From an optimization exercise on the open Yosys and OpenROAD flow, aimed at small area; shortcuts taken in it are not production practice.
The RTL was checked by simulation tests, not by an equivalence proof against the original design.
Power figures rest on the tool's default switching activity, not on a simulated workload.

## cpu_multicycle
module cpu_multicycle
#(
   parameter logic [31:0] RESET_PC    = 32'h0000_0000,
   parameter int          PC_STEP     = 4,
   parameter logic [31:0] TRAP_VECTOR = 32'h0000_0080
) (
   input  logic        clock,
   input  logic        reset,
   output logic        mem_req,
   output logic        mem_we,
   output logic [31:0] mem_addr,
   output logic [31:0] mem_wdata,
   input  logic [31:0] mem_rdata,
   input  logic        mem_ready,
   output logic [31:0] pc,
   output logic [2:0]  state,
   output logic        trap
);
Size: ~3400 cells after synthesis, about 1100 flip-flops, roughly 140 I/O pins.
export LEC_CHECK = 0
export CAP_MARGIN = 15
export CORE_MARGIN = 2
export CORE_UTILIZATION = 60
export CTS_BUF_LIST = sky130_fd_sc_hd__clkbuf_16
export CTS_CLUSTER_DIAMETER = 100
export CTS_CLUSTER_SIZE = 20
export GPL_TIMING_DRIVEN = 0
export SLEW_MARGIN = 15
create_clock -name core_clock -period 9.0 [get_ports {clock}]
standard.sh (not shown) runs the stock make flow with config.mk's settings and CLKGATE_MAP_FILE= SYNTH_SCRIPT=/design/flow/synth_recipe.tcl, a recipe that flattens the netlist after the stock synthesis.
==> flow/flow/run.sh <==
#!/bin/bash
# Own layout flow: the standard ORFS flow, except that
#  * synthesis maps logic with an area-oriented ABC script (flow/synth.tcl,
#    flow/area.abc) and without ORFS's half/full-adder cell mapping;
#  * ports are buffered with sky130_fd_sc_hd__buf_1 instead of the default.
# Every other step is ORFS's own, with the standard flow's config.mk.
set -euo pipefail
W=$(pwd)
export OWN_ABC_SCRIPT=$W/flow/area.abc
make -C "$FLOW_HOME" DESIGN_CONFIG="$W/config.mk" WORK_HOME="$W/orfs" CLKGATE_MAP_FILE= \
  SYNTH_SCRIPT="$W/flow/synth.tcl" ADDER_MAP_FILE= \
  BUFFER_PORTS_ARGS="-buffer_cell sky130_fd_sc_hd__buf_1" \
  finish > "$W/make.log" 2>&1
R=$W/orfs/results/$FLOW_PLATFORM/cpu_multicycle/base
: # left out here: write the final layout as DEF
==> flow/flow/area.abc <==
strash
&get -n
&fraig -x
&put
scorr
dc2
dretime
strash
&get -n
&dch -f
&nf -R 1000 -D 9000
&put
buffer
upsize -D 9000
dnsize -D 9000
==> flow/flow/synth.tcl <==
# synth_recipe.tcl with one change: ABC maps with flow/area.abc (an area-oriented
# script) instead of the ORFS speed/area script. Registers are untouched: ABC
# runs after dfflibmap and only sees the combinational logic.
proc synth {args} { yosys synth -nofsm -noshare {*}$args }
proc abc {args} {
  set keep {}
  set skip 0
  foreach a $args {
    if {$skip} { set skip 0; continue }
    if {$a eq "-script" || $a eq "-D"} { set skip 1; continue }
    lappend keep $a
  }
  yosys abc {*}$keep -script $::env(OWN_ABC_SCRIPT)
}
source $::env(SCRIPTS_DIR)/synth.tcl
# left out here: clear keep_hierarchy, flatten, clean up, hide names made inside functions, write 1_2_yosys.v
The starting point finished with negative setup slack left.
Edit:
--- a/flow/design.v
+++ b/flow/design.v
@@ -44,23 +44,22 @@
    output logic [31:0] pc,
    output logic [2:0]  state,
    output logic        trap
 );
    localparam logic [31:0] PC_STEP_W = 32'(PC_STEP);
    logic [2:0]  st_r;
    logic        req_r;
    logic [31:0] pc_r, x_r;
    logic [31:26] ir_hi;
    logic [20:0]  ir_lo;
    logic [4:0]   raddr;
-   logic [31:1]  valid_r;
    logic [31:0]  rf_r [1:31];
    logic [2:0]  ns;
    logic        done;
    logic        s_fetch, s_dec, s_exec, s_mem, s_wb, s_trap;
    logic [5:0]  op, funct;
    logic        is_r, is_j, is_jal, is_jr, is_br, is_bne, is_ls, is_sw, legal;
    assign done    = req_r & mem_ready;
    assign s_fetch = (st_r == cpu_mc_pkg::ST_FETCH);
    assign s_dec   = (st_r == cpu_mc_pkg::ST_DECODE);
    assign s_exec  = (st_r == cpu_mc_pkg::ST_EXEC);
    assign s_mem   = (st_r == cpu_mc_pkg::ST_MEM);
@@ -91,23 +90,23 @@
          cpu_mc_pkg::OP_LUI, cpu_mc_pkg::OP_LW, cpu_mc_pkg::OP_SW: legal = 1'b1;
          default: legal = 1'b0;
       endcase
    end
    logic [31:0] rf_rd;
    always_ff @(posedge clock) begin
       raddr <= s_fetch ? mem_rdata[25:21] : ir_lo[20:16];
    end
    always_comb begin
       rf_rd = 32'h0;
       for (int i = 1; i < 32; i++) begin
-         if (valid_r[i] && (raddr == 5'(i))) rf_rd = rf_rd | rf_r[i];
+         if (raddr == 5'(i)) rf_rd = rf_rd | rf_r[i];
       end
    end
    typedef enum logic [2:0] {ALU_ADD, ALU_SUB, ALU_AND, ALU_OR, ALU_XOR, ALU_SH} alu_t;
    alu_t        alu_op;
    logic [31:0] alu_a, alu_b, alu_y, imm_ext, br_off;
    logic        a_x, a_off, b_rf, b_imm, b_pc;
    always_comb begin
       case (op)
          cpu_mc_pkg::OP_ANDI, cpu_mc_pkg::OP_ORI, cpu_mc_pkg::OP_XORI: imm_ext = {16'h0000, ir_lo[15:0]};
          cpu_mc_pkg::OP_LUI: imm_ext = {ir_lo[15:0], 16'h0000};
          default: imm_ext = {{16{ir_lo[15]}}, ir_lo[15:0]};
@@ -206,45 +205,43 @@
    logic [4:0]  waddr;
    assign rf_we = jal_pend || s_wb;
    assign waddr = jal_pend ? 5'd31 : (is_r ? ir_lo[15:11] : ir_lo[20:16]);
    always_ff @(posedge clock) begin
       jal_pend <= !reset && s_dec && is_jal;
    end
    always_ff @(posedge clock) begin
       if (reset) begin
          st_r    <= cpu_mc_pkg::ST_FETCH;
          req_r   <= 1'b0;
          pc_r    <= RESET_PC;
-         valid_r <= '0;
       end else begin
          st_r  <= ns;
          req_r <= (ns == cpu_mc_pkg::ST_FETCH) || (ns == cpu_mc_pkg::ST_MEM);
          pc_r  <= pc_nx;
-         for (int i = 1; i < 32; i++) begin
-            if (rf_we && (waddr == 5'(i))) valid_r[i] <= 1'b1;
-         end
       end
    end
    always_ff @(posedge clock) begin
       if (s_fetch && done) begin
          ir_hi <= mem_rdata[31:26];
          ir_lo <= mem_rdata[20:0];
       end
       if (s_mem) begin
          if (done) x_r <= mem_rdata;
       end else if (s_dec || s_exec) begin
          x_r <= alu_y;
       end
    end
+   logic [31:0] rf_wd;
+   assign rf_wd = reset ? 32'h0 : x_r;
    for (genvar g = 1; g < 32; g++) begin : g_rf
       always_ff @(posedge clock) begin
-         if (rf_we && (waddr == 5'(g))) rf_r[g] <= x_r;
+         if (reset || (rf_we && (waddr == 5'(g)))) rf_r[g] <= rf_wd;
       end
    end
    assign mem_req   = req_r;
    assign mem_we    = st_r[1] & ir_hi[29];
    assign mem_addr  = st_r[1] ? x_r : pc_r;
    assign mem_wdata = rf_rd;
    assign pc        = pc_r;
    assign state     = st_r;
    assign trap      = st_r[2] & st_r[0];
 endmodule
Effect:
- The new run finished but fails on negative setup slack
- total power came out higher by roughly a tenth
- area after synthesis goes down slightly
- design area drops slightly
- wire length came out higher slightly
- setup slack gains 460 ps
- hold slack improved by 21 ps
- final cell count goes down by a few percent
- sequential power came out higher by a few percent
- first-iteration DRC count rises slightly
- sequential cell count shrinks by 31

==> afterwards: timing with drivers on the ports <==
The flow's constraints put no driver on any port. The routed layouts listed below were extracted and timed again, unchanged, in two steps. Step 1: set_driving_cell puts a clkbuf_16 on clock and a buf_2 on each other input, an assumption about the parent block. Step 2, shift: input delay + t, output delay - t, t = (earliest + latest rising clock arrival at the registers) / 2. This alone moves slack from input paths to output paths. a / b / c = ideal / step 1 / step 2; a / b = the first two.
run | shift t [ns] | setup slack, ns | worst register clock-pin slew, ns | worst slew at a driven data input, ns | cell pins on the clock port's net
the first run | 0.722 | -0.482 / -0.482 / -0.482 | 0.10 / 0.10 | 0.16 | 1
the second run | 0.749 | -0.020 / -0.020 / -0.020 | 0.10 / 0.10 | 0.15 | 1
